Source: an optimization exercise on an open RTL-to-GDS flow (aim: small area). Production flows keep margins and buffers that such runs may drop. In this exercise RTL edits were held to simulation tests only and were not proved equivalent to the original. No activity file was given, so power comes from the tool's default toggle rates.

===== flow/design.v =====
`default_nettype none
package nisf_pkg;
   localparam int SAMPLE_W = 16;
   localparam int COEF_BITS_DEF      = 24;
   localparam int COEF_FRAC_BITS_DEF = 16;
   localparam int CSR_INDEX_BITS = 3;
   localparam logic [CSR_INDEX_BITS-1:0] REG_DEN_LEAD   = 3'd0;
   localparam logic [CSR_INDEX_BITS-1:0] REG_DEN_FIRST  = 3'd1;
   localparam logic [CSR_INDEX_BITS-1:0] REG_DEN_SECOND = 3'd2;
   localparam logic [CSR_INDEX_BITS-1:0] REG_NUM_NOW    = 3'd3;
   localparam logic [CSR_INDEX_BITS-1:0] REG_NUM_FIRST  = 3'd4;
   localparam logic [CSR_INDEX_BITS-1:0] REG_NUM_SECOND = 3'd5;
   localparam logic OP_FILTER = 1'b0;
   localparam logic OP_FLUSH  = 1'b1;
   localparam int TERM_BITS = 3;
   localparam logic [TERM_BITS-1:0] TERM_NUM_NOW    = 3'd0;
   localparam logic [TERM_BITS-1:0] TERM_NUM_FIRST  = 3'd1;
   localparam logic [TERM_BITS-1:0] TERM_NUM_SECOND = 3'd2;
   localparam logic [TERM_BITS-1:0] TERM_DEN_FIRST  = 3'd3;
   localparam logic [TERM_BITS-1:0] TERM_DEN_SECOND = 3'd4;
   localparam logic [TERM_BITS-1:0] TERM_LAST       = TERM_DEN_SECOND;
   typedef struct packed {
      logic                       opcode;
      logic signed [SAMPLE_W-1:0] sample_in;
   } req_type;
   typedef struct packed {
      logic signed [SAMPLE_W-1:0] sample_out;
      logic                       saturated;
      logic                       div_error;
   } rsp_type;
   typedef struct packed {
      logic                 load;       
      logic                 mul_en;     
      logic [TERM_BITS-1:0] term;
      logic                 acc_en;     
      logic                 div_init;   
      logic                 div_step;   
      logic                 commit;     
      logic                 flush;      
   } dp_cmd_type;
   typedef struct packed {
      logic div_zero;
   } dp_status_type;
endpackage
`default_nettype wire
`default_nettype none
module normalized_iir_section_filter #(
   parameter int COEF_BITS      = nisf_pkg::COEF_BITS_DEF,
   parameter int COEF_FRAC_BITS = nisf_pkg::COEF_FRAC_BITS_DEF
) (
   input  wire logic                      clock,
   input  wire logic                      reset,
   input  wire logic                      req_valid,
   output logic                           req_stall,
   input  wire logic [16:0]                         req_data,    
   output logic                           rsp_valid,
   input  wire logic                      rsp_stall,
   output logic [17:0]                              rsp_data,    
   input  wire logic                      csr_we,
   input  wire logic [nisf_pkg::CSR_INDEX_BITS-1:0] csr_index,
   input  wire logic [COEF_BITS-1:0]      csr_wdata
);
   localparam int W = 30;    
   logic [23:0] a1_ff, a2_ff, a3_ff, b1_ff, b2_ff, b3_ff;
   logic [23:0] wd, wd_one;
   assign wd     = csr_wdata[23:0] & {24{~reset}};
   assign wd_one = {wd[23:17], wd[16] | reset, wd[15:0]};
   always_ff @(posedge clock) begin
      if (reset | (csr_we & (csr_index == 3'd0))) a1_ff <= wd_one;
      if (reset | (csr_we & (csr_index == 3'd1))) a2_ff <= wd;
      if (reset | (csr_we & (csr_index == 3'd2))) a3_ff <= wd;
      if (reset | (csr_we & (csr_index == 3'd3))) b1_ff <= wd_one;
      if (reset | (csr_we & (csr_index == 3'd4))) b2_ff <= wd;
      if (reset | (csr_we & (csr_index == 3'd5))) b3_ff <= wd;
   end
   logic       act_ff, dv_ff;
   logic [4:0] pi_ff;
   logic [1:0] pg_ff;
   logic [1:0] hcnt_ff;    
   logic       rsp_valid_ff;
   logic start, run, mac, d1, d2, dg, d9, d10, cmt, gend, rsp_free, take_f, take_fl;
   assign start    = ~act_ff & req_valid & ~req_data[16];
   assign run      = act_ff | start;
   assign mac      = ~dv_ff;
   assign gend     = ~dv_ff & pi_ff[4];
   assign d1       = dv_ff & ~pg_ff[1] & ~pg_ff[0] & pi_ff[0];
   assign d2       = dv_ff & ~pg_ff[1] & ~pg_ff[0] & pi_ff[1];
   assign dg       = dv_ff & ~pg_ff[1] & ((~pg_ff[0] & (pi_ff[2] | pi_ff[3] | pi_ff[4]))
                                         | (pg_ff[0] & ~pi_ff[4]));
   assign d9       = dv_ff & pg_ff[0] & pi_ff[3];
   assign d10      = dv_ff & pg_ff[0] & pi_ff[4];
   assign cmt      = dv_ff & pg_ff[1];
   assign rsp_free = ~rsp_valid_ff | ~rsp_stall;
   assign take_f   = cmt & rsp_free;
   assign take_fl  = ~act_ff & req_valid & req_data[16];
   assign req_stall = ~((~act_ff & req_data[16]) | (cmt & rsp_free));
   assign rsp_valid = rsp_valid_ff;
   always_ff @(posedge clock) begin
      if (reset | take_f) begin
         act_ff <= 1'b0;
         dv_ff  <= 1'b0;
         pi_ff  <= 5'b00001;
         pg_ff  <= 2'd0;
      end else if (run & ~cmt) begin
         act_ff <= 1'b1;
         pi_ff  <= {pi_ff[3:0], pi_ff[4]};
         if (pi_ff[4]) begin
            if (~dv_ff & (pg_ff == 2'd3)) begin
               dv_ff <= 1'b1;
               pg_ff <= 2'd0;
            end else begin
               pg_ff <= pg_ff + 2'd1;
            end
         end
      end
   end
   logic [15:0] x1_ff, x2_ff, y1_ff, y2_ff;
   logic        sat_ff, err_ff;
   logic        h1, h2;
   assign h1 = |hcnt_ff;
   assign h2 = hcnt_ff[1];
   logic signed [W-1:0] z_ff;      
   logic [15:0]         lo_ff;     
   logic                s_ff;      
   logic                q0_ff;     
   logic                corr_ff;   
   logic [15:0] snext;
   logic [16:0] sext;
   logic [1:0]  gnext;
   logic        first;    
   assign first = (~act_ff & ~start) | dv_ff;
   assign gnext = (~first & pi_ff[4]) ? pg_ff + 2'd1 : (first ? 2'd0 : pg_ff);
   always_comb begin
      if (first) begin
         if (cmt)
            snext = req_data[15:0];
         else
            snext = x1_ff & {16{h1 & ~take_fl & ~reset}};
      end else begin
         snext = ({16{pi_ff[4] & h1}} & x1_ff)
               | ({16{pi_ff[0] & h2}} & x2_ff)
               | ({16{pi_ff[1] & h1}} & y1_ff)
               | ({16{pi_ff[2] & h2}} & y2_ff)
               | ({16{pi_ff[3]}}      & req_data[15:0]);
      end
      sext = {snext, 1'b0};
   end
   logic [4:0] win;    
   always_comb begin
      case (gnext)
         2'd0:    win = sext[4:0];
         2'd1:    win = sext[8:4];
         2'd2:    win = sext[12:8];
         default: win = sext[16:12];
      endcase
   end
   logic qa, qb, dba, dbb;    
   logic cq;                  
   logic [23:0] coef;
   logic        negprod;
   logic        sgn_a;
   assign negprod = pi_ff[2] | pi_ff[3];
   assign sgn_a   = a1_ff[23];
   logic        adv, last_mac, nx_idle, nx_byp, nx_div, nx_cmt;
   logic [4:0]  nx_mac;
   logic [23:0] coef_nx, coef_ff;
   assign coef     = coef_ff;
   assign adv      = run & ~cmt;
   assign last_mac = mac & pi_ff[4] & (pg_ff == 2'd3);
   assign nx_idle  = reset | take_f | (~act_ff & ~start);
   assign nx_byp   = ~reset & ~act_ff & csr_we & (csr_index == 3'd4);
   assign nx_mac   = {5{adv & mac & ~last_mac}} & {pi_ff[3:0], pi_ff[4]};
   assign nx_div   = ~reset & ((adv & last_mac) | (dv_ff & ~d10 & ~cmt));
   assign nx_cmt   = ~reset & (d10 | (cmt & ~take_f));
   assign coef_nx = ({24{(nx_idle & ~nx_byp) | nx_mac[0]}} & b2_ff)
                  | ({24{nx_mac[1]}} & b3_ff)
                  | ({24{nx_mac[2]}} & a2_ff)
                  | ({24{nx_mac[3]}} & a3_ff)
                  | ({24{nx_mac[4]}} & b1_ff)
                  | ({24{nx_div}}    & a1_ff)
                  | ({24{nx_byp}}    & wd)
                  | ({24{nx_cmt}}    & {8'd0, lo_ff[14:0], d10 ? qa : q0_ff});
   always_ff @(posedge clock) begin
      coef_ff <= coef_nx;
   end
   logic          one_h, two_h, neg_h, one_l, two_l, four_l, neg_l, cin_l;
   logic [24:0]   pph;
   logic [25:0]   ppl;
   logic [W-1:0]  bh, bl;
   logic signed [W-1:0] x1s, x2s;
   logic          n_res;
   assign n_res = s_ff ^ sgn_a;
   logic one_h_ff, two_h_ff, neg_h_ff, one_l_ff, two_l_ff, four_l_ff, neg_l_ff;
   logic nx_d1, nx_d2, nx_dg, nx_d10, nx_m, negprod_nx, negz_nx;
   assign nx_d1      = ~reset & adv & last_mac;
   assign nx_d2      = ~reset & d1;
   assign nx_dg      = ~reset & (d2 | (dg & ~d9));
   assign nx_d10     = ~reset & d9;
   assign nx_m       = nx_idle | (|nx_mac);
   assign negprod_nx = nx_mac[2] | nx_mac[3];
   assign negz_nx    = ~(x2s[W-3] ^ sgn_a);    
   always_ff @(posedge clock) begin
      one_h_ff  <= (nx_m & (win[3] ^ win[2])) | nx_dg | nx_d10;
      two_h_ff  <= nx_m & ((win[4] & ~win[3] & ~win[2]) | (~win[4] & win[3] & win[2]));
      neg_h_ff  <= (nx_m & (win[4] ^ negprod_nx)) | ((nx_dg | nx_d10) & negz_nx);
      one_l_ff  <= (nx_m & (win[1] ^ win[0])) | nx_d1 | nx_cmt;
      two_l_ff  <= (nx_m & ((win[2] & ~win[1] & ~win[0]) | (~win[2] & win[1] & win[0])))
                 | nx_d2 | nx_dg;
      four_l_ff <= nx_d10;
      neg_l_ff  <= nx_m & (win[2] ^ negprod_nx);
   end
   assign one_h  = one_h_ff;
   assign two_h  = two_h_ff;
   assign neg_h  = neg_h_ff;
   assign one_l  = one_l_ff;
   assign two_l  = two_l_ff;
   assign four_l = four_l_ff;
   always_comb begin
      if (mac)      neg_l = neg_l_ff;
      else if (cmt) neg_l = n_res;
      else          neg_l = ~(x1s[W-1] ^ sgn_a);
   end
   assign cin_l = cmt ? (n_res ^ cq) : neg_l;
   assign pph = ({25{one_h}} & {coef[23], coef}) | ({25{two_h}} & {coef, 1'b0});
   assign bh  = {{(W-25){pph[24]}}, pph} ^ {W{neg_h}};
   nisf_add #(.N(W)) u_add_h (.a(z_ff), .b({bh[W-3:0], neg_h, neg_h}), .ci(neg_h), .s(x1s));
   assign ppl = ({26{one_l}} & {{2{coef[23]}}, coef}) | ({26{two_l}} & {coef[23], coef, 1'b0})
              | ({26{four_l}} & {coef, 2'b00});
   assign bl  = {{(W-26){ppl[25]}}, ppl} ^ {W{neg_l}};
   nisf_add #(.N(W)) u_add_l (.a(x1s), .b(bl), .ci(cin_l), .s(x2s));
   assign qa  = ~(x1s[W-1] ^ s_ff);
   assign qb  = ~(x2s[W-1] ^ s_ff);
   assign dba = lo_ff[15] & ~d9;
   assign dbb = lo_ff[14] & ~d9;
   always_ff @(posedge clock) begin
      if (reset | ~run | d10 | cmt) begin
         z_ff <= '0;
      end else if (mac) begin
         if (pi_ff[4]) z_ff <= x2s >>> 4;
         else          z_ff <= x2s;
      end else begin
         z_ff <= {x2s[W-3:0], dba, dbb};
      end
   end
   always_ff @(posedge clock) begin
      if (gend) begin
         lo_ff <= {x2s[3:0], lo_ff[15:4]};
      end else if (d1 | d2 | dg) begin
         lo_ff <= {lo_ff[13:0], qa, qb};
      end
   end
   always_ff @(posedge clock) begin
      if (gend & (pg_ff == 2'd3)) s_ff <= x2s[W-1];
      if (d10) begin
         q0_ff   <= qa;
         corr_ff <= qa ? (x2s == '0) : (x1s == '0);
      end
   end
   logic        ovf, sat, err;
   logic [15:0] y_new;
   assign ovf = lo_ff[15];
   assign cq  = s_ff & corr_ff;    
   assign sat = ovf | (n_res ? (lo_ff[14] & (cq | (|{lo_ff[13:0], q0_ff})))
                             : (lo_ff[14] | (cq & (&{lo_ff[13:0], q0_ff}))));
   assign err = (a1_ff == 24'd0);
   always_comb begin
      if (err)      y_new = 16'h0000;
      else if (sat) y_new = n_res ? 16'h8000 : 16'h7fff;
      else          y_new = x2s[15:0];
   end
   always_ff @(posedge clock) begin
      if (take_f) begin
         y1_ff  <= y_new;
         y2_ff  <= y1_ff;
         x1_ff  <= req_data[15:0];
         x2_ff  <= x1_ff;
         sat_ff <= sat & ~err;
         err_ff <= err;
      end
   end
   always_ff @(posedge clock) begin
      if (reset) begin
         hcnt_ff      <= 2'd0;
         rsp_valid_ff <= 1'b0;
      end else begin
         if (take_fl)     hcnt_ff <= 2'd0;
         else if (take_f) hcnt_ff <= {hcnt_ff[1] | hcnt_ff[0], ~hcnt_ff[1] & ~hcnt_ff[0]};
         if (take_f)          rsp_valid_ff <= 1'b1;
         else if (~rsp_stall) rsp_valid_ff <= 1'b0;
      end
   end
   assign rsp_data = {y1_ff, sat_ff, err_ff};
endmodule
module nisf_add #(
   parameter int N = 30
) (
   input  wire logic [N-1:0] a,
   input  wire logic [N-1:0] b,
   input  wire logic         ci,
   output logic [N-1:0]      s
);
   localparam int L = $clog2(N);
   logic [N-1:0] g [0:2*L];
   logic [N-1:0] p [0:2*L];
   assign p[0] = a ^ b;
   assign g[0] = (a & b) | {{(N-1){1'b0}}, p[0][0] & ci};
   for (genvar l = 0; l < L; l++) begin : g_up
      for (genvar i = 0; i < N; i++) begin : g_bit
         if ((i % (2 << l)) == ((2 << l) - 1)) begin : g_node
            assign g[l+1][i] = g[l][i] | (p[l][i] & g[l][i-(1 << l)]);
            assign p[l+1][i] = p[l][i] & p[l][i-(1 << l)];
         end else begin : g_pass
            assign g[l+1][i] = g[l][i];
            assign p[l+1][i] = p[l][i];
         end
      end
   end
   for (genvar k = 0; k < L; k++) begin : g_dn
      for (genvar i = 0; i < N; i++) begin : g_bit
         if ((i >= 3 * (1 << (L-1-k)) - 1) && (((i - (3 * (1 << (L-1-k)) - 1)) % (2 << (L-1-k))) == 0)) begin : g_node
            assign g[L+k+1][i] = g[L+k][i] | (p[L+k][i] & g[L+k][i-(1 << (L-1-k))]);
            assign p[L+k+1][i] = p[L+k][i] & p[L+k][i-(1 << (L-1-k))];
         end else begin : g_pass
            assign g[L+k+1][i] = g[L+k][i];
            assign p[L+k+1][i] = p[L+k][i];
         end
      end
   end
   assign s = p[0] ^ {g[2*L][N-2:0], ci};
endmodule
`default_nettype wire

===== flow/config.mk =====
export PLATFORM = sky130hd
export DESIGN_NAME = normalized_iir_section_filter
export DESIGN_NICKNAME = normalized_iir_section_filter
export VERILOG_FILES = /design/flow/design.v
export SDC_FILE = /design/flow/constraint.sdc
export NUM_CORES = 4
export LEC_CHECK = 0
export CAP_MARGIN = 20
export CORE_MARGIN = 2
export CORE_UTILIZATION = 70
export CTS_CLUSTER_DIAMETER = 80
export CTS_CLUSTER_SIZE = 30
export SLEW_MARGIN = 20

===== flow/run.sh =====
#!/bin/bash
# synth_recipe.tcl (not shown) runs the flow's synth.tcl, then flattens the netlist and writes it again
# the make line also repeats each setting of config.mk as NAME=value (left out here)
make -C /OpenROAD-flow-scripts/flow DESIGN_CONFIG=/design/flow/config.mk WORK_HOME=/design/flow/orfs CLKGATE_MAP_FILE= SYNTH_SCRIPT=/design/flow/synth_recipe.tcl finish

===== flow/constraint.sdc =====
create_clock -name core_clock -period 9.0 [get_ports {clock}]
set_input_delay 1.8000 -clock core_clock [delete_from_list [all_inputs] [get_ports {clock}]]
set_output_delay 1.8000 -clock core_clock [all_outputs]
set_load 0.01 [all_outputs]

==> flow_results.xml, run 1 <==
<?xml version="1.0" encoding="UTF-8"?>
<metrics>
  <group name="grt">
    <metric name="antenna_violations_before_repair" unit="">1</metric>
    <metric name="grt_start_max_net_pins" unit="">71</metric>
    <metric name="global_route.usage.total" unit="%">34.57</metric>
    <metric name="grt_pass1_wl" unit="um">63120</metric>
    <metric name="overflow" unit="">0</metric>
    <metric name="grt_pass1_vias" unit="">11060</metric>
  </group>
  <group name="placement">
    <metric name="placed_area" unit="um2">16340</metric>
    <metric name="hpwl" unit="um">27830</metric>
    <metric name="preCtsSetupSlack" unit="ns">0.1461</metric>
    <metric name="numPortBuffers" unit="">68</metric>
    <metric name="gp_routability_congestion" unit="">0.9365</metric>
  </group>
  <group name="synth">
    <metric name="number_of_warning_messages_in_the_yosys_log" unit="">4</metric>
    <metric name="synth_top_cells_by_area" unit="">edfxtp_1 44%, dfxtp_1 9.6%, ha_1 4.3%</metric>
    <metric name="synth_largest_type_area_fraction" unit="%">44.45</metric>
    <metric name="yosys_most_used_dff" unit="">edfxtp_1</metric>
    <metric name="post_syn_area" unit="um2">15400</metric>
    <metric name="synthDominantAreaCellType" unit="">edfxtp_1</metric>
    <metric name="synth-edff-count" unit="">228</metric>
    <metric name="most_frequent_cells_after_synthesis" unit="">228 x edfxtp_1, 89 x nor2_1, 74 x dfxtp_1, 73 x nand2_1, 69 x a21oi_1</metric>
    <metric name="post_synth_inst_count" unit="">1302</metric>
    <metric name="mappedNetlistNets" unit="">1434</metric>
    <metric name="async_reset_ff_share" unit="%">0</metric>
    <metric name="synth.yosys.seq_area_share" unit="%">54.07</metric>
    <metric name="synthMostInstantiatedCell" unit="">edfxtp_1</metric>
    <metric name="synthesis.area_per_instance" unit="um2">11.83</metric>
    <metric name="synth.ff_latch_count" unit="">302</metric>
    <metric name="synth_cell_types" unit="">65</metric>
  </group>
  <group name="floorplanning">
    <metric name="die_area" unit="um2">23210</metric>
    <metric name="die_width" unit="um">152.3</metric>
    <metric name="die_height" unit="um">152.3</metric>
    <metric name="ios" unit="">69</metric>
    <metric name="core-area" unit="um2">21690</metric>
    <metric name="std_cell_rows" unit="">54</metric>
    <metric name="floorplan.initialDensity" unit="%">71.02</metric>
  </group>
  <group name="cts">
    <metric name="clk_path_buf_depth" unit="">3</metric>
    <metric name="clk_pin_slew_worst_paths" unit="ns">0.11</metric>
    <metric name="htree_num_levels" unit="">1</metric>
    <metric name="cts_num_sinks" unit="">302</metric>
    <metric name="tritoncts.num_buffers" unit="">15</metric>
    <metric name="tritoncts_clock_tree" unit="">built</metric>
    <metric name="holdBufCountCts" unit="">0</metric>
    <metric name="clk_latency" unit="ns">0.52</metric>
    <metric name="root_buffer" unit="">clkbuf_16</metric>
  </group>
  <group name="setup_path">
    <metric name="crit_path_max_incr_delay" unit="ns">0.49</metric>
    <metric name="timing.setup.critical_path_class" unit="">reg2reg</metric>
    <metric name="timing.critical_path.from_type" unit="">register</metric>
    <metric name="end_kind" unit="">register</metric>
    <metric name="critPathMaxFanout" unit="">20</metric>
    <metric name="timing.critical_path.arrival" unit="ns">8.94</metric>
    <metric name="critPathSlowestCell" unit="">fa_1</metric>
    <metric name="crit_required" unit="ns">9.38</metric>
    <metric name="cpMostUsedCell" unit="">fa_1</metric>
  </group>
  <group name="power_and_ir_drop">
    <metric name="power_per_cell_area" unit="nW/um2">272.1</metric>
    <metric name="worst_ir_drop_vdd" unit="mV">0.1946</metric>
    <metric name="total_power" unit="W">0.004606</metric>
    <metric name="leakagePower" unit="nW">6.083</metric>
  </group>
  <group name="job">
    <metric name="max_cap_violations" unit="">0</metric>
  </group>
  <group name="timing">
    <metric name="final-hold-violation-count" unit="">0</metric>
    <metric name="final-max-slew-violation-count" unit="">0</metric>
    <metric name="final_period_minus_worst_setup_slack" unit="ns">8.558</metric>
    <metric name="timing.fmax" unit="MHz">116.9</metric>
    <metric name="finalSetupViolations" unit="">0</metric>
    <metric name="max_slew.worst_pin.slew" unit="ns">1.122</metric>
    <metric name="finalSetupTns" unit="ns">0</metric>
    <metric name="fin_clk_skew" unit="ns">0.02427</metric>
    <metric name="relSlewSlack" unit="%">25.19</metric>
    <metric name="final_critical_path_setup_slack" unit="ns">0.4420</metric>
    <metric name="min_period_over_period" unit="%">95.09</metric>
  </group>
  <group name="route">
    <metric name="detail_route.vias_per_cell" unit="">7.117</metric>
    <metric name="post_drt_wl_per_cell" unit="um">25.02</metric>
    <metric name="drt_pre_antenna_iters" unit="">10</metric>
    <metric name="route.vias.total" unit="">11570</metric>
    <metric name="drt_wl_total" unit="um">40660</metric>
    <metric name="drtAntennaViolNets" unit="">0</metric>
    <metric name="remaining_routing_drc_violations" unit="">0</metric>
    <metric name="detailedRoute.firstIterationViolations" unit="">1799</metric>
  </group>
  <group name="finish">
    <metric name="post-route-cell-area" unit="um2">16930</metric>
    <metric name="layout.area.seq" unit="um2">8333</metric>
    <metric name="multi_input_area" unit="um2">6713</metric>
    <metric name="finish.net_count" unit="">1467</metric>
    <metric name="fillers" unit="">1321</metric>
    <metric name="layout-drive-gt1-share" unit="%">7.738</metric>
    <metric name="finalCoreUtilization" unit="%">78.04</metric>
    <metric name="synthToLayoutAreaGrowth" unit="%">9.885</metric>
  </group>
  <group name="hold_path">
    <metric name="hold_class" unit="">reg2reg</metric>
  </group>
  <group name="status">
    <metric name="result_of_the_run" unit="">finished clean</metric>
  </group>
</metrics>
==> per-layer routing <==
| layer | share of wire, % | global-route usage, % |
|---|---|---|
| met5 | 0 | 0 |
| met3 | 9.9 | 4.352 |
| met1 | 40 | 50.56 |
| met4 | 3.3 | 10.73 |
| met2 | 47 | 55.06 |
==> cell families (layout without fill, tap and decap cells) <==
logic type	count (synthesis)	count (layout)	synth area share [%]
compound gates	342	342	16.49
simple gates	337	337	10.79
flops	302	302	54.07
buf+inv	114	156	2.884
xor+xnor	96	96	5.654
fa+ha+maj	83	83	8.204
mux	28	28	1.917
other cells	0	1	0
==> worst paths after layout <==
path	start	to	slack, ns	cells after the start
setup / recovery	one_h_ff	corr_ff	0.44	35
hold / removal	a2_ff[19]	coef_ff[19]	0.46	2
hold reg to reg	a2_ff[19]	coef_ff[19]	0.46	2
setup reg to reg	one_h_ff	corr_ff	0.44	35
==> flip-flops by register name, indices dropped and copies added (netlist names), 24 cells and up <==
signal	cells
a2_ff	24
b2_ff	24
z_ff	30
coef_ff	24
b3_ff	24
a3_ff	24
b1_ff	24
a1_ff	24
==> area by class of cell <==
cell class                 instances  area share, %
clock inverter                     7         0.5027
tap                              280          2.070
clock buffer                      19          2.306
antenna                            1        0.01478
inverter                          32         0.7096
sequential                       302          49.23
multi-input combinational        886          39.66
timing repair buffer              98          5.507
==> metrics by stage <==
stage	instances	hold WS (ns)
final	1625	0.4588
after CTS	1619	0.4586
after global placement	1593	0.4222
after floorplan	1302	0.4182
after global routing	1624	0.4779
after detailed placement	1593	0.4337
==> timing repair <==
item | CTS | global route
setup buffers | 0 | 5
resized for setup | 0 | 16
endpoints found under the setup margin | 0 | 14
==> where the power goes <==
part	leakage, nW	switching, W	internal (W)
Combinational	3.09	0.00129	0.000808
Clock	0.221	0.000454	0.000329
Sequential	2.77	0.0000931	0.00163
Total	6.08	0.00184	0.00277
==> critical path: cells and delay by family (launching register included) <==
kind / cells / cell delay (ns)
adder cells (fa/ha/maj): 5 / 1.82
XOR/XNOR: 4 / 1.10
AND/OR/NAND/NOR: 8 / 1.61
buffers and inverters: 4 / 0.64
AO/OA/AOI/OAI: 14 / 2.86
flip-flops: 1 / 0.41
==> layout by cell type, fill, tap and decap left out, types with 15 or more instances in the layout <==
| master | n |
|---|---|
| a21oi_1 | 66 |
| a211oi_1 | 27 |
| inv_1 | 31 |
| xor2_1 | 52 |
| nor2_1 | 88 |
| o21ai_0 | 25 |
| mux2i_1 | 16 |
| nor4_1 | 21 |
| ha_1 | 53 |
| nand2_1 | 73 |
| buf_4 | 25 |
| clkdlybuf4s50_1 | 67 |
| dfxtp_1 | 70 |
| fa_1 | 30 |
| nand3_1 | 46 |
| a221oi_1 | 20 |
| edfxtp_1 | 228 |
| clkbuf_16 | 15 |
| a222oi_1 | 61 |
| nor2b_1 | 32 |
| a22oi_1 | 44 |
| a22o_1 | 16 |
| xnor2_1 | 42 |
==> inputs of run 2 (changes only) <==
==> flow/flow/run.sh (new file) <==
#!/bin/bash
# Own layout flow: the standard flow (standard synthesis, floorplan, placement, CTS,
# routing) unchanged, except that the port buffers the placement step inserts on every
# input and output are sky130_fd_sc_hd__buf_1 cells instead of the resizer's default pick.
set -euo pipefail
export BUFFER_PORTS_ARGS="-buffer_cell sky130_fd_sc_hd__buf_1"
bash standard.sh > standard_flow.log 2>&1
==> flow/standard.sh (new file) <==
#!/bin/bash
# synth_recipe.tcl (not shown) runs the flow's synth.tcl, then flattens the netlist and writes it again
# the make line also repeats each setting of config.mk as NAME=value (left out here)
make -C /OpenROAD-flow-scripts/flow DESIGN_CONFIG=/design/flow/config.mk WORK_HOME=/design/flow/orfs CLKGATE_MAP_FILE= SYNTH_SCRIPT=/design/flow/synth_recipe.tcl "${@:-finish}"
--- a/flow/config.mk
+++ b/flow/config.mk
@@ -8,6 +8,4 @@
 export CAP_MARGIN = 20
 export CORE_MARGIN = 2
-export CORE_UTILIZATION = 70
-export CTS_CLUSTER_DIAMETER = 80
-export CTS_CLUSTER_SIZE = 30
+export CORE_UTILIZATION = 40
 export SLEW_MARGIN = 20
removed: flow/run.sh
==> run 2 against run 1 <==
Compared with the run above: routed wire length up 6.7%; largest power group unchanged; critical endpoint unchanged; first-iteration DRC count down 20%; sequential power about the same; cell area up 3.1%; combinational power about the same; non-clock buffer count up 7; power up 12%; area after synthesis unchanged.
==> flow_results.xml, run 2 <==
<?xml version="1.0" encoding="UTF-8"?>
<metrics>
  <group name="route">
    <metric name="remaining_routing_drc_violations" unit="">0</metric>
    <metric name="drtAntennaViolNets" unit="">0</metric>
    <metric name="detailedRoute.firstIterationViolations" unit="">1441</metric>
    <metric name="drt_pre_antenna_iters" unit="">10</metric>
    <metric name="drt_wl_total" unit="um">43360</metric>
    <metric name="top_signal_layer_used" unit="">met4</metric>
    <metric name="detail_route.vias_per_cell" unit="">5.876</metric>
    <metric name="route.vias.total" unit="">11170</metric>
    <metric name="routedLengthMet1" unit="um">19410</metric>
    <metric name="detailroute.wirelength.met3" unit="um">2906</metric>
    <metric name="post_drt_wl_per_cell" unit="um">22.82</metric>
    <metric name="routed-wl-met2" unit="um">19980</metric>
  </group>
  <group name="setup_path">
    <metric name="timing.rr.end" unit="">corr_ff</metric>
    <metric name="r2r_slack" unit="ns">0.57</metric>
    <metric name="critPathMaxFanout" unit="">23</metric>
    <metric name="timing.setup.critical_path_class" unit="">reg2reg</metric>
    <metric name="timing.critical_path.from_type" unit="">register</metric>
    <metric name="crit_required" unit="ns">9.38</metric>
    <metric name="timing.critical_path.arrival" unit="ns">8.81</metric>
    <metric name="end_kind" unit="">register</metric>
    <metric name="crit_end" unit="">corr_ff</metric>
    <metric name="critPathSlowestCell" unit="">fa_1</metric>
    <metric name="crit_path_max_incr_delay" unit="ns">0.47</metric>
    <metric name="critPathLaunch" unit="">one_h_ff</metric>
    <metric name="cpMostUsedCell" unit="">fa_1</metric>
    <metric name="regToRegStartpoint" unit="">one_h_ff</metric>
    <metric name="r2r.worst_path.cells" unit="">34</metric>
  </group>
  <group name="placement">
    <metric name="numPortBuffers" unit="">68</metric>
    <metric name="gp_routability_congestion" unit="">0.8939</metric>
    <metric name="hpwl" unit="um">29970</metric>
    <metric name="placed_area" unit="um2">16290</metric>
  </group>
  <group name="grt">
    <metric name="global_route.usage.total" unit="%">21.12</metric>
    <metric name="overflow" unit="">0</metric>
    <metric name="grt_pass1_vias" unit="">10750</metric>
    <metric name="antenna_violations_before_repair" unit="">0</metric>
    <metric name="grt_pass1_wl" unit="um">65830</metric>
    <metric name="grt_start_max_net_pins" unit="">71</metric>
  </group>
  <group name="synth">
    <metric name="synthesis.area_per_instance" unit="um2">11.83</metric>
    <metric name="post_syn_area" unit="um2">15400</metric>
    <metric name="async_reset_ff_share" unit="%">0</metric>
    <metric name="synthMostInstantiatedCell" unit="">edfxtp_1</metric>
    <metric name="synth.yosys.seq_area_share" unit="%">54.07</metric>
    <metric name="synth_cell_types" unit="">65</metric>
    <metric name="synth_largest_type_area_fraction" unit="%">44.45</metric>
    <metric name="synth_top_cells_by_area" unit="">edfxtp_1 44%, dfxtp_1 9.6%, ha_1 4.3%</metric>
    <metric name="post_synth_inst_count" unit="">1302</metric>
    <metric name="number_of_warning_messages_in_the_yosys_log" unit="">4</metric>
    <metric name="mappedNetlistNets" unit="">1434</metric>
    <metric name="yosys_most_used_dff" unit="">edfxtp_1</metric>
    <metric name="synth.ff_latch_count" unit="">302</metric>
    <metric name="most_frequent_cells_after_synthesis" unit="">228 x edfxtp_1, 89 x nor2_1, 74 x dfxtp_1, 73 x nand2_1, 69 x a21oi_1</metric>
    <metric name="synth-edff-count" unit="">228</metric>
    <metric name="synthDominantAreaCellType" unit="">edfxtp_1</metric>
  </group>
  <group name="finish">
    <metric name="max_reg_flops" unit="">30</metric>
    <metric name="antennaDiodeCount" unit="">0</metric>
    <metric name="max_flop_register" unit="">z_ff</metric>
    <metric name="finalCoreUtilization" unit="%">46.21</metric>
    <metric name="layout_commonest_cell" unit="">edfxtp_1</metric>
    <metric name="finish.net_count" unit="">1494</metric>
    <metric name="top_library_cells_by_usage_in_the_layout_fill_and_taps_aside" unit="">228 x edfxtp_1, 89 x nor2_1, 73 x nand2_1</metric>
    <metric name="layout-drive-gt1-share" unit="%">10.08</metric>
    <metric name="synthToLayoutAreaGrowth" unit="%">13.26</metric>
    <metric name="post-route-cell-area" unit="um2">17450</metric>
  </group>
  <group name="cts">
    <metric name="htree_num_levels" unit="">2</metric>
    <metric name="tritoncts_clock_tree" unit="">built</metric>
    <metric name="clk_path_buf_depth" unit="">3</metric>
    <metric name="holdBufCountCts" unit="">0</metric>
    <metric name="clk_pin_slew_worst_paths" unit="ns">0.06</metric>
    <metric name="cts_num_sinks" unit="">302</metric>
    <metric name="clk_latency" unit="ns">0.54</metric>
    <metric name="root_buffer" unit="">clkbuf_16</metric>
    <metric name="tritoncts.num_buffers" unit="">35</metric>
  </group>
  <group name="timing">
    <metric name="fin_clk_skew" unit="ns">0.01635</metric>
    <metric name="finalSetupViolations" unit="">0</metric>
    <metric name="relSlewSlack" unit="%">29.93</metric>
    <metric name="timing.fmax" unit="MHz">118.7</metric>
    <metric name="final-max-slew-violation-count" unit="">0</metric>
    <metric name="min_period_over_period" unit="%">93.63</metric>
    <metric name="unrepaired_setup_endpoints_after_global_routing" unit="">false</metric>
    <metric name="finalSetupTns" unit="ns">0</metric>
    <metric name="max_slew.worst_pin.slew" unit="ns">1.048</metric>
    <metric name="final-hold-violation-count" unit="">0</metric>
    <metric name="final_period_minus_worst_setup_slack" unit="ns">8.427</metric>
  </group>
  <group name="job">
    <metric name="max_cap_violations" unit="">0</metric>
  </group>
  <group name="status">
    <metric name="result_of_the_run" unit="">finished clean</metric>
  </group>
  <group name="floorplanning">
    <metric name="std_cell_rows" unit="">71</metric>
    <metric name="ios" unit="">69</metric>
    <metric name="core-area" unit="um2">37760</metric>
    <metric name="die_height" unit="um">200.2</metric>
    <metric name="die_area" unit="um2">40090</metric>
    <metric name="floorplan.initialDensity" unit="%">40.80</metric>
    <metric name="die_width" unit="um">200.2</metric>
  </group>
  <group name="power_and_ir_drop">
    <metric name="worst_ir_drop_vdd" unit="mV">0.1874</metric>
    <metric name="power_per_cell_area" unit="nW/um2">296.9</metric>
    <metric name="leakagePower" unit="nW">6.241</metric>
  </group>
  <group name="hold_path">
    <metric name="hold_class" unit="">reg2reg</metric>
  </group>
</metrics>
[run 2: cell types whose count changed in the layout (fill, tap and decap cells not counted), sizes merged]
cell           delta
buf              +73
clkbuf           +28
clkdlybuf4s50    -67
clkinv           +11
diode             -1
[run 2: layer usage]
layer,track usage (%),vias up
met4,6.290,0
met2,33.16,401
met1,29.97,5536
met5,0,-
met3,3.612,73
li1,-,5155
[run 2: timing repair]
| item | 4_1_cts | 5_1_grt |
|---|---|---|
| hold endpoints to repair | 0 | 0 |
| resized for setup | 3 | 15 |
| setup buffers | 0 | 2 |
| setup endpoints to repair | 1 | 10 |
| pin swaps | 0 | 3 |
[run 2: power breakdown]
group          leakage (nW)  total [W]  switching (W)  internal, W
sequential             2.77    0.00173      0.0000934      0.00163
clock                 0.517    0.00132       0.000580     0.000739
combinational          2.95    0.00213        0.00131     0.000825
total                  6.24    0.00518        0.00198      0.00320
[run 2: area by class of cell]
| cell class | instances | area (um2) |
|---|---|---|
| Clock buffer | 46 | 927.1 |
| Clock inverter | 18 | 140.1 |
| Fill cell | 3471 | 20310 |
| Inverter | 32 | 120.1 |
| Multi-Input combinational cell | 886 | 6721 |
| Sequential cell | 302 | 8333 |
| Tap cell | 511 | 639.4 |
| Timing Repair Buffer | 105 | 565.5 |
[run 2: worst min path at each step]
| stage | from | endpoint | slack [ns] | cells after the start |
|---|---|---|---|---|
| after floorplan | b3_ff[16] | coef_ff[16] | 0.42 | 2 |
| after global placement | b3_ff[17] | coef_ff[17] | 0.43 | 2 |
| after detailed placement | x1_ff[14] | x2_ff[14] | 0.44 | 0 |
| after CTS | b3_ff[17] | coef_ff[17] | 0.45 | 2 |
| after global routing | x1_ff[5] | x2_ff[5] | 0.46 | 0 |
| final | b3_ff[23] | coef_ff[23] | 0.45 | 2 |
[run 2: cells by family (layout without fill, tap and decap cells)]
kind of cell,after synthesis,count (layout),share of synthesized area (%)
mux,28,28,1.917
flops,302,302,54.07
fa+ha+maj,83,83,8.204
compound gates,342,342,16.49
simple gates,337,337,10.79
buf+inv,114,201,2.884
xor+xnor,96,96,5.654
[run 2: worst max-delay path, delay by kind of cell (launching register included)]
kind	cells	cell delay (ns)
AO/OA/AOI/OAI	16	3.31
buffers and inverters	2	0.23
XOR/XNOR	4	0.99
adder cells (fa/ha/maj)	5	1.83
flip-flops	1	0.40
AND/OR/NAND/NOR	7	1.51
[run 2: stage by stage]
step                      power, W  std cells  hold slack, ns  setup WS (ns)
after floorplan           0.003133       1302          0.4182         0.2322
after global placement    0.003816       1834          0.4272         0.1706
after detailed placement  0.003827       1834          0.4395      -0.008366
after CTS                 0.005157       1898          0.4532        0.09251
after global routing      0.005470       1900          0.4602       0.007924
final                     0.005180       1900          0.4515         0.5730
==> inputs of run 3 (changes only) <==
--- a/flow/config.mk
+++ b/flow/config.mk
@@ -8,4 +8,6 @@
 export CAP_MARGIN = 20
 export CORE_MARGIN = 2
-export CORE_UTILIZATION = 40
+export CORE_UTILIZATION = 60
+export CTS_CLUSTER_DIAMETER = 80
+export CTS_CLUSTER_SIZE = 25
 export SLEW_MARGIN = 20
==> run 3 against run 2 <==
Compared with the run above: utilization rose by 20 points; highest routed layer unchanged; largest cell class unchanged; non-clock buffer count fell by 5; routed wire length fell by 6.1%; clock power fell by 34%; die area fell by 33%; clock skew rose by 0.0064 ns; synthesized cell count did not move; register-to-register slack got worse by 0.13 ns; hold slack improved by 0.0026 ns; critical path type unchanged; cell area fell by 4.5%; still clean on timing, DRC and antenna; maximum frequency fell by 1.5%; setup slack got worse by 0.13 ns.
==> flow_results.xml, run 3 <==
<?xml version="1.0" encoding="UTF-8"?>
<metrics>
  <group name="status">
    <metric name="result_of_the_run" unit="">finished clean</metric>
  </group>
  <group name="setup_path">
    <metric name="cp_top_delay_family" unit="">compound AO/OA/AOI/OAI gates</metric>
    <metric name="timing.critical_path.depth" unit="">34</metric>
    <metric name="timing.critical_path.from_type" unit="">register</metric>
    <metric name="r2r_slack" unit="ns">0.45</metric>
    <metric name="crit_end" unit="">corr_ff</metric>
    <metric name="critPathLaunch" unit="">one_h_ff</metric>
    <metric name="end_kind" unit="">register</metric>
    <metric name="timing.critical_path.arrival" unit="ns">8.92</metric>
    <metric name="critical_path_buf_inv_count" unit="">3</metric>
    <metric name="r2r.worst_path.cells" unit="">34</metric>
    <metric name="crit_required" unit="ns">9.36</metric>
    <metric name="critPathMaxFanout" unit="">20</metric>
    <metric name="critPathSlowestCell" unit="">fa_1</metric>
    <metric name="timing.setup.critical_path_class" unit="">reg2reg</metric>
    <metric name="timing.rr.end" unit="">corr_ff</metric>
    <metric name="regToRegStartpoint" unit="">one_h_ff</metric>
    <metric name="crit_path_max_incr_delay" unit="ns">0.50</metric>
  </group>
  <group name="grt">
    <metric name="grt_start_max_net_pins" unit="">71</metric>
    <metric name="grt_pass1_wl" unit="um">61580</metric>
    <metric name="global_route.usage.total" unit="%">30.29</metric>
    <metric name="antenna_violations_before_repair" unit="">0</metric>
    <metric name="grt_pass1_vias" unit="">10460</metric>
    <metric name="overflow" unit="">0</metric>
  </group>
  <group name="synth">
    <metric name="most_frequent_cells_after_synthesis" unit="">228 x edfxtp_1, 89 x nor2_1, 74 x dfxtp_1, 73 x nand2_1, 69 x a21oi_1</metric>
    <metric name="synth_largest_type_area_fraction" unit="%">44.45</metric>
    <metric name="synth_top_cells_by_area" unit="">edfxtp_1 44%, dfxtp_1 9.6%, ha_1 4.3%</metric>
    <metric name="synthMostInstantiatedCell" unit="">edfxtp_1</metric>
    <metric name="synthesis.area_per_instance" unit="um2">11.83</metric>
    <metric name="synth.yosys.seq_area_share" unit="%">54.07</metric>
    <metric name="yosys_most_used_dff" unit="">edfxtp_1</metric>
    <metric name="post_synth_inst_count" unit="">1302</metric>
    <metric name="async_reset_ff_share" unit="%">0</metric>
    <metric name="synth.ff_latch_count" unit="">302</metric>
    <metric name="synth_cell_types" unit="">65</metric>
    <metric name="synth-edff-count" unit="">228</metric>
    <metric name="number_of_warning_messages_in_the_yosys_log" unit="">4</metric>
    <metric name="synthDominantAreaCellType" unit="">edfxtp_1</metric>
    <metric name="mappedNetlistNets" unit="">1434</metric>
    <metric name="post_syn_area" unit="um2">15400</metric>
  </group>
  <group name="cts">
    <metric name="tritoncts.num_buffers" unit="">17</metric>
    <metric name="cts_num_sinks" unit="">302</metric>
    <metric name="tritoncts_clock_tree" unit="">built</metric>
    <metric name="htree_num_levels" unit="">1</metric>
    <metric name="clk_pin_slew_worst_paths" unit="ns">0.10</metric>
    <metric name="clk_path_buf_depth" unit="">3</metric>
    <metric name="root_buffer" unit="">clkbuf_16</metric>
    <metric name="clk_latency" unit="ns">0.52</metric>
  </group>
  <group name="timing">
    <metric name="final_critical_path_setup_slack" unit="ns">0.4458</metric>
    <metric name="timing.fmax" unit="MHz">116.9</metric>
    <metric name="max_slew.worst_pin.slew" unit="ns">0.9960</metric>
    <metric name="final-hold-violation-count" unit="">0</metric>
    <metric name="fin_clk_skew" unit="ns">0.02277</metric>
    <metric name="final_period_minus_worst_setup_slack" unit="ns">8.554</metric>
    <metric name="final-max-slew-violation-count" unit="">0</metric>
    <metric name="finalSetupViolations" unit="">0</metric>
    <metric name="min_period_over_period" unit="%">95.05</metric>
    <metric name="relSlewSlack" unit="%">33.03</metric>
  </group>
  <group name="power_and_ir_drop">
    <metric name="total_power" unit="W">0.004660</metric>
    <metric name="power_per_cell_area" unit="nW/um2">279.7</metric>
    <metric name="leakagePower" unit="nW">5.959</metric>
    <metric name="worst_ir_drop_vdd" unit="mV">0.2709</metric>
  </group>
  <group name="route">
    <metric name="drtAntennaViolNets" unit="">0</metric>
    <metric name="remaining_routing_drc_violations" unit="">0</metric>
    <metric name="drt_pre_antenna_iters" unit="">8</metric>
    <metric name="route.vias.total" unit="">11160</metric>
    <metric name="detailedRoute.firstIterationViolations" unit="">1771</metric>
    <metric name="drt_wl_total" unit="um">40720</metric>
    <metric name="detail_route.vias_per_cell" unit="">6.645</metric>
    <metric name="post_drt_wl_per_cell" unit="um">24.24</metric>
  </group>
  <group name="floorplanning">
    <metric name="die_width" unit="um">164.2</metric>
    <metric name="std_cell_rows" unit="">58</metric>
    <metric name="die_area" unit="um2">26970</metric>
    <metric name="die_height" unit="um">164.2</metric>
    <metric name="core-area" unit="um2">25180</metric>
    <metric name="floorplan.initialDensity" unit="%">61.17</metric>
    <metric name="ios" unit="">69</metric>
  </group>
  <group name="placement">
    <metric name="preCtsSetupSlack" unit="ns">0.06322</metric>
    <metric name="numPortBuffers" unit="">68</metric>
    <metric name="gp_routability_congestion" unit="">0.8824</metric>
    <metric name="hpwl" unit="um">27650</metric>
  </group>
  <group name="finish">
    <metric name="synthToLayoutAreaGrowth" unit="%">8.164</metric>
    <metric name="finish.net_count" unit="">1471</metric>
    <metric name="antennaDiodeCount" unit="">0</metric>
    <metric name="finalCoreUtilization" unit="%">66.16</metric>
    <metric name="fillers" unit="">1893</metric>
    <metric name="top_library_cells_by_usage_in_the_layout_fill_and_taps_aside" unit="">228 x edfxtp_1, 89 x nor2_1, 73 x nand2_1</metric>
    <metric name="layout_commonest_cell" unit="">edfxtp_1</metric>
    <metric name="max_flop_register" unit="">z_ff</metric>
    <metric name="max_reg_flops" unit="">30</metric>
    <metric name="layout-drive-gt1-share" unit="%">7.852</metric>
  </group>
  <group name="hold_path">
    <metric name="hold_class" unit="">reg2reg</metric>
    <metric name="holdCritStartpoint" unit="">b3_ff[17]</metric>
  </group>
  <group name="job">
    <metric name="max_cap_violations" unit="">0</metric>
  </group>
</metrics>
-- run 3: cell count changes in the layout (fill, tap and decap cells not counted), sizes merged --
cell    before  now
clkbuf      47   24
inv         33   35
bufinv       0    1
clkinv      15    1
buf        104   99
-- run 3: area by class of cell --
cell class	count	area, um2	share of cell area [%]
clock buffer	23	447.9	2.688
inverter	32	120.1	0.7209
clock inverter	7	92.59	0.5557
multi-input combinational	886	6719	40.33
tap	330	412.9	2.478
sequential	302	8330	50.00
timing repair buffer	100	538.0	3.229
-- run 3: per-layer routing --
layer	up-vias	wire length, um	GRT usage (%)
met5	-	0	0
met4	0	745	7.018
met3	59	3245	4.369
met2	538	18930	47.98
met1	5466	17790	44.52
li1	5100	-	-
-- run 3: kinds of logic after synthesis --
group           Yosys count  synth area share, %
xor+xnor                 96                5.654
fa+ha+maj                83                8.204
mux                      28                1.917
buf+inv                 114                2.884
simple gates            337                10.79
flops                   302                54.07
compound gates          342                16.49
-- run 3: worst min-delay path by stage --
stage | to | slack, ns | cells after the start
after global placement | coef_ff[17] | 0.42 | 2
after detailed placement | coef_ff[17] | 0.43 | 2
final | coef_ff[17] | 0.45 | 2
after floorplan | coef_ff[16] | 0.42 | 2
after global routing | coef_ff[17] | 0.47 | 2
after CTS | coef_ff[17] | 0.46 | 2
-- run 3: per-stage QoR --
stage	std cells	area (um2)	hold WS (ns)	TNS, ns
2_1_floorplan	1302	15400	0.4182	0
3_3_place_gp	1646	16020	0.4246	0
3_5_place_dp	1646	16020	0.4302	0
4_1_cts	1676	16570	0.4551	0
5_1_grt	1680	16660	0.4740	-0.01905
6_report	1680	16660	0.4541	0
-- run 3: what timing repair did --
item | in CTS | in global routing
pin swaps | 0 | 3
endpoints found under the setup margin | 1 | 7
hold buffers | 0 | 0
setup buffers | 0 | 4
resized for setup | 2 | 10
endpoints found under the hold margin | 0 | 0
-- run 3: power by group --
part | internal, W | switching (W) | total (W) | leakage, nW
sequential | 0.00163 | 0.0000892 | 0.00172 | 2.77
clock | 0.000397 | 0.000478 | 0.000875 | 0.255
combinational | 0.000803 | 0.00126 | 0.00207 | 2.94
-- run 3: worst min-delay path, cell delays in order, from the launching register on --
cell and delay, ns:
edfxtp_1 0.33, nand2_1 0.05, nand3_1 0.05
==> inputs of run 4 (changes only) <==
==> flow/flow/run.sh (replaced) <==
#!/bin/bash
# Own layout flow: the standard flow (standard synthesis, floorplan, placement, CTS,
# routing) unchanged, except that
#  * the port buffers the placement step inserts on every input and output are
#    sky130_fd_sc_hd__buf_1 cells instead of the resizer's default pick, and
#  * clock tree synthesis uses the same clustering as config.mk but inserts no dummy loads.
set -euo pipefail
export BUFFER_PORTS_ARGS="-buffer_cell sky130_fd_sc_hd__buf_1"
export CTS_ARGS="-sink_clustering_enable -repair_clock_nets -sink_clustering_size 25 -sink_clustering_max_diameter 80 -dont_use_dummy_load"
bash standard.sh > standard_flow.log 2>&1
==> run 4 against run 3 <==
Compared with the run above: still clean; sequential cell count is the same; cell count decreased by 0.60%; via count rose by 0.14%; sequential share of layout area increased by 0.23 points; critical path type unchanged.
==> flow_results.xml, run 4 <==
<?xml version="1.0" encoding="UTF-8"?>
<metrics>
  <group name="synth">
    <metric name="synthDominantAreaCellType" unit="">edfxtp_1</metric>
    <metric name="synth.ff_latch_count" unit="">302</metric>
    <metric name="post_synth_inst_count" unit="">1302</metric>
    <metric name="number_of_warning_messages_in_the_yosys_log" unit="">4</metric>
    <metric name="synth_top_cells_by_area" unit="">edfxtp_1 44%, dfxtp_1 9.6%, ha_1 4.3%</metric>
    <metric name="async_reset_ff_share" unit="%">0</metric>
    <metric name="synth_cell_types" unit="">65</metric>
    <metric name="synth_largest_type_area_fraction" unit="%">44.45</metric>
    <metric name="synthMostInstantiatedCell" unit="">edfxtp_1</metric>
    <metric name="mappedNetlistNets" unit="">1434</metric>
    <metric name="synth.yosys.seq_area_share" unit="%">54.07</metric>
    <metric name="yosys_most_used_dff" unit="">edfxtp_1</metric>
    <metric name="synthesis.area_per_instance" unit="um2">11.83</metric>
    <metric name="most_frequent_cells_after_synthesis" unit="">228 x edfxtp_1, 89 x nor2_1, 74 x dfxtp_1, 73 x nand2_1, 69 x a21oi_1</metric>
    <metric name="post_syn_area" unit="um2">15400</metric>
    <metric name="synth-edff-count" unit="">228</metric>
  </group>
  <group name="setup_path">
    <metric name="timing.setup.critical_path_class" unit="">reg2reg</metric>
    <metric name="timing.critical_path.from_type" unit="">register</metric>
    <metric name="crit_required" unit="ns">9.32</metric>
    <metric name="end_kind" unit="">register</metric>
    <metric name="r2r_slack" unit="ns">0.51</metric>
    <metric name="crit_path_max_incr_delay" unit="ns">0.44</metric>
    <metric name="critPathSlowestCell" unit="">dfxtp_1</metric>
    <metric name="critPathMaxFanout" unit="">20</metric>
    <metric name="timing.critical_path.arrival" unit="ns">8.81</metric>
  </group>
  <group name="floorplanning">
    <metric name="floorplan.initialDensity" unit="%">61.17</metric>
    <metric name="core-area" unit="um2">25180</metric>
    <metric name="die_width" unit="um">164.2</metric>
    <metric name="ios" unit="">69</metric>
    <metric name="die_height" unit="um">164.2</metric>
    <metric name="die_area" unit="um2">26970</metric>
    <metric name="std_cell_rows" unit="">58</metric>
  </group>
  <group name="timing">
    <metric name="final-max-slew-violation-count" unit="">0</metric>
    <metric name="fin_clk_skew" unit="ns">0.06142</metric>
    <metric name="relSlewSlack" unit="%">34.31</metric>
    <metric name="max_slew.worst_pin.slew" unit="ns">0.9770</metric>
    <metric name="finalSetupTns" unit="ns">0</metric>
    <metric name="min_period_over_period" unit="%">94.37</metric>
    <metric name="holdWs" unit="ns">0.4551</metric>
    <metric name="final_period_minus_worst_setup_slack" unit="ns">8.493</metric>
    <metric name="finalSetupViolations" unit="">0</metric>
    <metric name="final-hold-violation-count" unit="">0</metric>
    <metric name="timing.fmax" unit="MHz">117.7</metric>
  </group>
  <group name="hold_path">
    <metric name="hold_class" unit="">reg2reg</metric>
  </group>
  <group name="placement">
    <metric name="hpwl" unit="um">27650</metric>
    <metric name="numPortBuffers" unit="">68</metric>
    <metric name="placedCellCount" unit="">1646</metric>
    <metric name="gp_routability_congestion" unit="">0.8824</metric>
  </group>
  <group name="route">
    <metric name="post_drt_wl_per_cell" unit="um">24.37</metric>
    <metric name="drtAntennaViolNets" unit="">0</metric>
    <metric name="drt_wl_total" unit="um">40700</metric>
    <metric name="route.vias.total" unit="">11180</metric>
    <metric name="detail_route.vias_per_cell" unit="">6.694</metric>
    <metric name="drt_pre_antenna_iters" unit="">8</metric>
    <metric name="detailedRoute.firstIterationViolations" unit="">1705</metric>
    <metric name="remaining_routing_drc_violations" unit="">0</metric>
  </group>
  <group name="finish">
    <metric name="finish.net_count" unit="">1473</metric>
    <metric name="finalCoreUtilization" unit="%">65.86</metric>
    <metric name="top_library_cells_by_usage_in_the_layout_fill_and_taps_aside" unit="">228 x edfxtp_1, 89 x nor2_1, 73 x nand2_1</metric>
    <metric name="final-instance-count-excl-fill" unit="">1670</metric>
    <metric name="layout-drive-gt1-share" unit="%">7.468</metric>
    <metric name="fillers" unit="">1902</metric>
    <metric name="max_reg_flops" unit="">30</metric>
    <metric name="layout_commonest_cell" unit="">edfxtp_1</metric>
    <metric name="synthToLayoutAreaGrowth" unit="%">7.668</metric>
    <metric name="max_flop_register" unit="">z_ff</metric>
  </group>
  <group name="cts">
    <metric name="clk_pin_slew_worst_paths" unit="ns">0.09</metric>
    <metric name="tritoncts.num_buffers" unit="">17</metric>
    <metric name="htree_num_levels" unit="">1</metric>
    <metric name="root_buffer" unit="">clkbuf_16</metric>
    <metric name="clk_latency" unit="ns">0.53</metric>
    <metric name="cts_num_sinks" unit="">302</metric>
    <metric name="clk_path_buf_depth" unit="">3</metric>
    <metric name="tritoncts_clock_tree" unit="">built</metric>
  </group>
  <group name="job">
    <metric name="max_cap_violations" unit="">0</metric>
  </group>
  <group name="power_and_ir_drop">
    <metric name="power_per_cell_area" unit="nW/um2">274.7</metric>
    <metric name="total_power" unit="W">0.004556</metric>
    <metric name="leakagePower" unit="nW">5.929</metric>
    <metric name="worst_ir_drop_vdd" unit="mV">0.2376</metric>
  </group>
  <group name="grt">
    <metric name="global_route.usage.total" unit="%">30.21</metric>
    <metric name="grt_pass1_vias" unit="">10420</metric>
    <metric name="overflow" unit="">0</metric>
    <metric name="grt_start_max_net_pins" unit="">71</metric>
    <metric name="antenna_violations_before_repair" unit="">0</metric>
    <metric name="grt_pass1_wl" unit="um">61400</metric>
  </group>
  <group name="status">
    <metric name="result_of_the_run" unit="">finished clean</metric>
  </group>
</metrics>
[run 4: cell counts after synthesis]
Identical to the previous run, type by type.
[run 4: per-stage QoR]
| step | instance area, um2 | setup WS, ns |
|---|---|---|
| floorplan | 15400 | 0.2322 |
| finish | 16580 | 0.5070 |
| global route | 16580 | -0.05127 |
| CTS | 16460 | 0.07445 |
| global placement | 16020 | 0.2551 |
| detailed placement | 16020 | 0.06322 |
[run 4: routing by layer]
layer  share of wire [%]  wire [um]  vias to the layer above  global-route usage, %
met5                   0          0                        -                      0
met4                 2.2        890                        0                  7.576
met3                 8.3       3364                       55                  4.394
met2                  46      18870                      542                  47.53
met1                  43      17570                     5498                  44.41
li1                    -          -                     5084                      -
[run 4: area by class of cell]
cell class	instances	area, um2	area share [%]
multi-input cells	886	6723	40.54
repair buffers	102	570.5	3.440
clock buffers	17	425.4	2.565
flip-flops and latches	302	8330	50.23
inverters	32	120.1	0.7243
well taps	330	412.9	2.490
diodes	1	2.502	0.01509
[run 4: timing repair]
item                       4_1_cts  5_1_grt
pin swaps                        0        4
setup endpoints to repair        1        6
hold buffers                     0        0
buffers inserted                 0        5
gates cloned                     0        1
gates resized for setup          3        9
[run 4: path summary, 6_finish.rpt]
check,from,end,cells after the start
max,one_h_ff,corr_ff,35
min,b3_ff[17],coef_ff[17],2
max reg2reg,one_h_ff,corr_ff,35
min reg2reg,b3_ff[17],coef_ff[17],2
[run 4: cell families after synthesis]
logic type | count (synthesis) | share of synthesized area, %
adders and majority gates | 83 | 8.204
AOI/OAI and AO/OA | 342 | 16.49
DFF | 302 | 54.07
xor gates and xnor gates | 96 | 5.654
buffers and inverters | 114 | 2.884
and+or+nand+nor | 337 | 10.79
muxes | 28 | 1.917
[run 4: power by group]
part	switching [W]	internal, W	total (W)	leakage (nW)
combinational	0.00126	0.000807	0.00207	2.95
clock	0.000432	0.000339	0.000771	0.209
sequential	0.0000892	0.00163	0.00172	2.77
[run 4: worst max-delay path, delay by kind of cell, from the launching register on]
family | cells | cell delay [ns]
AOI/OAI and AO/OA | 15 | 3.00
adders and majority gates | 4 | 1.44
buffers and inverters | 3 | 0.53
and+or+nand+nor | 8 | 1.79
xor gates and xnor gates | 5 | 1.06
DFF | 1 | 0.44
==> inputs of run 5 (changes only) <==
--- a/flow/config.mk
+++ b/flow/config.mk
@@ -8,5 +8,5 @@
 export CAP_MARGIN = 20
 export CORE_MARGIN = 2
-export CORE_UTILIZATION = 60
+export CORE_UTILIZATION = 70
 export CTS_CLUSTER_DIAMETER = 80
 export CTS_CLUSTER_SIZE = 25
==> run 5 against run 4 <==
Compared with the run above: still clean; hold slack got worse by 0.031 ns; global-route usage is 3.8 points higher; routed wire length decreased by 1.7%; combinational power grew 3%; via count grew 2.2%; first-iteration DRC count decreased by 11%; die area fell by 14%; cell count shrank 3.6%; critical path type unchanged; largest power group unchanged.
==> flow_results.xml, run 5 <==
<?xml version="1.0" encoding="UTF-8"?>
<metrics>
  <group name="timing">
    <metric name="unrepaired_setup_endpoints_after_global_routing" unit="">true</metric>
    <metric name="fin_clk_skew" unit="ns">0.04633</metric>
    <metric name="finalSetupViolations" unit="">0</metric>
    <metric name="finalSetupTns" unit="ns">0</metric>
    <metric name="final-hold-violation-count" unit="">0</metric>
    <metric name="timing.fmax" unit="MHz">115.8</metric>
    <metric name="final-max-slew-violation-count" unit="">0</metric>
    <metric name="min_period_over_period" unit="%">95.93</metric>
    <metric name="holdWs" unit="ns">0.4242</metric>
    <metric name="final_period_minus_worst_setup_slack" unit="ns">8.633</metric>
    <metric name="relSlewSlack" unit="%">28.01</metric>
    <metric name="max_slew.worst_pin.slew" unit="ns">1.077</metric>
  </group>
  <group name="synth">
    <metric name="synthMostInstantiatedCell" unit="">edfxtp_1</metric>
    <metric name="synth.yosys.seq_area_share" unit="%">54.07</metric>
    <metric name="most_frequent_cells_after_synthesis" unit="">228 x edfxtp_1, 89 x nor2_1, 74 x dfxtp_1, 73 x nand2_1, 69 x a21oi_1</metric>
    <metric name="synth_top_cells_by_area" unit="">edfxtp_1 44%, dfxtp_1 9.6%, ha_1 4.3%</metric>
    <metric name="post_syn_area" unit="um2">15400</metric>
    <metric name="yosys_most_used_dff" unit="">edfxtp_1</metric>
    <metric name="synth-edff-count" unit="">228</metric>
    <metric name="synth.ff_latch_count" unit="">302</metric>
    <metric name="mappedNetlistNets" unit="">1434</metric>
    <metric name="number_of_warning_messages_in_the_yosys_log" unit="">4</metric>
    <metric name="async_reset_ff_share" unit="%">0</metric>
    <metric name="synth_cell_types" unit="">65</metric>
    <metric name="post_synth_inst_count" unit="">1302</metric>
    <metric name="synthesis.area_per_instance" unit="um2">11.83</metric>
    <metric name="synth_largest_type_area_fraction" unit="%">44.45</metric>
    <metric name="synthDominantAreaCellType" unit="">edfxtp_1</metric>
  </group>
  <group name="cts">
    <metric name="clk_latency" unit="ns">0.51</metric>
    <metric name="clk_pin_slew_worst_paths" unit="ns">0.10</metric>
    <metric name="clk_path_buf_depth" unit="">3</metric>
    <metric name="tritoncts_clock_tree" unit="">built</metric>
    <metric name="holdBufCountCts" unit="">0</metric>
    <metric name="tritoncts.num_buffers" unit="">16</metric>
    <metric name="htree_num_levels" unit="">1</metric>
    <metric name="root_buffer" unit="">clkbuf_16</metric>
    <metric name="cts_num_sinks" unit="">302</metric>
  </group>
  <group name="status">
    <metric name="result_of_the_run" unit="">finished clean</metric>
  </group>
  <group name="route">
    <metric name="remaining_routing_drc_violations" unit="">0</metric>
    <metric name="post_drt_wl_per_cell" unit="um">24.86</metric>
    <metric name="route.vias.total" unit="">11430</metric>
    <metric name="drt_pre_antenna_iters" unit="">9</metric>
    <metric name="drt_wl_total" unit="um">40020</metric>
    <metric name="drtAntennaViolNets" unit="">0</metric>
    <metric name="detailedRoute.firstIterationViolations" unit="">1523</metric>
    <metric name="detail_route.vias_per_cell" unit="">7.097</metric>
  </group>
  <group name="power_and_ir_drop">
    <metric name="leakagePower" unit="nW">5.891</metric>
    <metric name="total_power" unit="W">0.004581</metric>
    <metric name="power_per_cell_area" unit="nW/um2">279.0</metric>
    <metric name="worst_ir_drop_vdd" unit="mV">0.2116</metric>
    <metric name="comb_pwr_share" unit="%">46.5</metric>
    <metric name="p_int" unit="W">0.002750</metric>
    <metric name="power_share_of_the_clock_group" unit="%">15.9</metric>
    <metric name="swShare" unit="%">39.97</metric>
    <metric name="power.switching" unit="W">0.001831</metric>
    <metric name="seqPwrFrac" unit="%">37.7</metric>
  </group>
  <group name="setup_path">
    <metric name="end_kind" unit="">register</metric>
    <metric name="critPathSlowestCell" unit="">xnor2_1</metric>
    <metric name="critical_path_buf_inv_count" unit="">4</metric>
    <metric name="crit_path_max_incr_delay" unit="ns">0.42</metric>
    <metric name="critPathMaxFanout" unit="">17</metric>
    <metric name="cpMostUsedCell" unit="">a21oi_1</metric>
    <metric name="cp_top_delay_family" unit="">compound AO/OA/AOI/OAI gates</metric>
    <metric name="timing.setup.critical_path_class" unit="">reg2reg</metric>
    <metric name="r2r.worst_path.cells" unit="">34</metric>
    <metric name="timing.critical_path.from_type" unit="">register</metric>
    <metric name="timing.critical_path.arrival" unit="ns">8.87</metric>
    <metric name="crit_required" unit="ns">9.24</metric>
    <metric name="regToRegStartpoint" unit="">one_h_ff</metric>
    <metric name="timing.rr.end" unit="">lo_ff[0]</metric>
    <metric name="r2r_slack" unit="ns">0.37</metric>
  </group>
  <group name="floorplanning">
    <metric name="die_height" unit="um">152.3</metric>
    <metric name="floorplan.initialDensity" unit="%">71.02</metric>
    <metric name="core-area" unit="um2">21690</metric>
    <metric name="die_width" unit="um">152.3</metric>
    <metric name="ios" unit="">69</metric>
    <metric name="die_area" unit="um2">23210</metric>
    <metric name="std_cell_rows" unit="">54</metric>
  </group>
  <group name="finish">
    <metric name="max_flop_register" unit="">z_ff</metric>
    <metric name="top_library_cells_by_usage_in_the_layout_fill_and_taps_aside" unit="">228 x edfxtp_1, 88 x nor2_1, 73 x nand2_1</metric>
    <metric name="layout-drive-gt1-share" unit="%">7.143</metric>
    <metric name="final-instance-count-excl-fill" unit="">1610</metric>
    <metric name="antennaDiodeCount" unit="">0</metric>
    <metric name="finalCoreUtilization" unit="%">75.71</metric>
    <metric name="max_reg_flops" unit="">30</metric>
    <metric name="synthToLayoutAreaGrowth" unit="%">6.604</metric>
    <metric name="layout_commonest_cell" unit="">edfxtp_1</metric>
    <metric name="finish.net_count" unit="">1464</metric>
  </group>
  <group name="job">
    <metric name="max_cap_violations" unit="">0</metric>
  </group>
  <group name="placement">
    <metric name="placedCellCount" unit="">1593</metric>
    <metric name="gp_routability_congestion" unit="">0.9174</metric>
    <metric name="numPortBuffers" unit="">68</metric>
    <metric name="hpwl" unit="um">27640</metric>
  </group>
  <group name="hold_path">
    <metric name="min_to" unit="">coef_ff[19]</metric>
    <metric name="holdCritStartpoint" unit="">a2_ff[19]</metric>
    <metric name="hold_class" unit="">reg2reg</metric>
    <metric name="hold_depth" unit="">2</metric>
  </group>
  <group name="grt">
    <metric name="antenna_violations_before_repair" unit="">0</metric>
    <metric name="grt_pass1_wl" unit="um">61740</metric>
    <metric name="overflow" unit="">0</metric>
    <metric name="global_route.usage.total" unit="%">33.99</metric>
    <metric name="grt_start_max_net_pins" unit="">71</metric>
    <metric name="grt_pass1_vias" unit="">10960</metric>
  </group>
</metrics>
[run 5: cell types whose count changed in the layout (fill, tap and decap cells not counted), sizes merged]
| cell | before | now |
|---|---|---|
| clkbuf | 19 | 17 |
| buf | 100 | 93 |
| diode | 1 | 0 |
[run 5: logic make-up (layout without fill, tap and decap cells)]
family	Yosys count	count (layout)	share of synthesized area, %
compound gates	342	342	16.49
xor+xnor	96	96	5.654
fa+ha+maj	83	83	8.204
buf+inv	114	142	2.884
flops	302	302	54.07
mux	28	28	1.917
simple gates	337	337	10.79
[run 5: cell type report]
class / count / area (um2)
Clock buffer: 16 / 400.4
Fill cell: 1440 / 5268
Inverter: 32 / 120.1
Multi-Input combinational cell: 886 / 6741
Sequential cell: 302 / 8332
Tap cell: 280 / 350.3
Timing Repair Buffer: 94 / 476.7
[run 5: worst register-to-register path: cells and delay by family, from the launching register on]
family | cells | cell delay, ns
AO/OA/AOI/OAI | 17 | 3.47
XOR/XNOR | 7 | 1.85
flip-flops | 1 | 0.33
buffers and inverters | 4 | 0.78
adder cells (fa/ha/maj) | 4 | 1.39
AND/OR/NAND/NOR | 2 | 0.55
[run 5: what timing repair did]
item	in CTS	in global routing
setup endpoints to repair	1	12
cloned	0	0
buffers inserted	0	1
resized for setup	2	14
pin swaps	0	6
[run 5: per-stage QoR]
stage          instance area, um2  setup slack, ns
6_report                    16420           0.3666
5_1_grt                     16420         -0.03929
4_1_cts                     16340          0.07046
3_5_place_dp                15920        -0.004627
3_3_place_gp                15920           0.1925
2_1_floorplan               15400           0.2322
[run 5: per-layer routing]
metal,up-vias,GRT usage (%),share of wire [%]
met5,-,0,0
met4,0,11.39,3.3
met3,93,4.380,10
met2,725,54.68,47
met1,5545,48.76,40
li1,5063,-,-
[run 5: worst max path at each step]
stage,startpoint,to,slack [ns],cells after the start
floorplan,neg_h_ff,corr_ff,0.23,37
global placement,two_h_ff,corr_ff,0.19,33
detailed placement,coef_ff[0],corr_ff,-0.005,33
CTS,coef_ff[0],corr_ff,0.07,35
global route,one_h_ff,lo_ff[0],-0.04,34
finish,one_h_ff,lo_ff[0],0.37,34
[run 5: power groups by stage]
stage               logic (W)  clock network, W  registers [W]
CTS                   0.00202          0.000724        0.00172
global placement      0.00197                 0        0.00175
floorplan             0.00143                 0        0.00171
global route          0.00229          0.000765        0.00174
detailed placement    0.00200                 0        0.00175
finish                0.00213          0.000727        0.00173

==> port drivers added, routing unchanged <==
The results above use ideal ports. As a check the final layouts listed here were re-extracted and re-timed, cells and wires unchanged.
Step 1, drivers: a clkbuf_16 drives clock and a buf_2 each remaining input, both assumed.
Step 2 adds t to the input delays and takes it off the output delays; t is the mean of the earliest and latest rising clock arrival at the registers after step 1. Input paths then give back, and output paths get back, about the clock's delay inside the block.
a / b / c = ideal / step 1 / step 2; a / b = the first two.
| run | t (ns) | slack for setup (ns) | worst hold slack (ns) | worst setup path at the end |
|---|---|---|---|---|
| run 1 | 0.554 | 0.442 / 0.442 / 0.442 | 0.459 / 0.459 / 0.459 | register to register |
| run 2 | 0.584 | 0.573 / 0.573 / 0.573 | 0.452 / 0.452 / 0.452 | register to register |
| run 3 | 0.564 | 0.446 / 0.446 / 0.446 | 0.454 / 0.454 / 0.454 | register to register |
| run 4 | 0.548 | 0.507 / 0.507 / 0.507 | 0.455 / 0.455 / 0.455 | register to register |
| run 5 | 0.534 | 0.367 / 0.367 / 0.367 | 0.424 / 0.424 / 0.424 | register to register |
After both steps setup and hold are still met in every run listed.
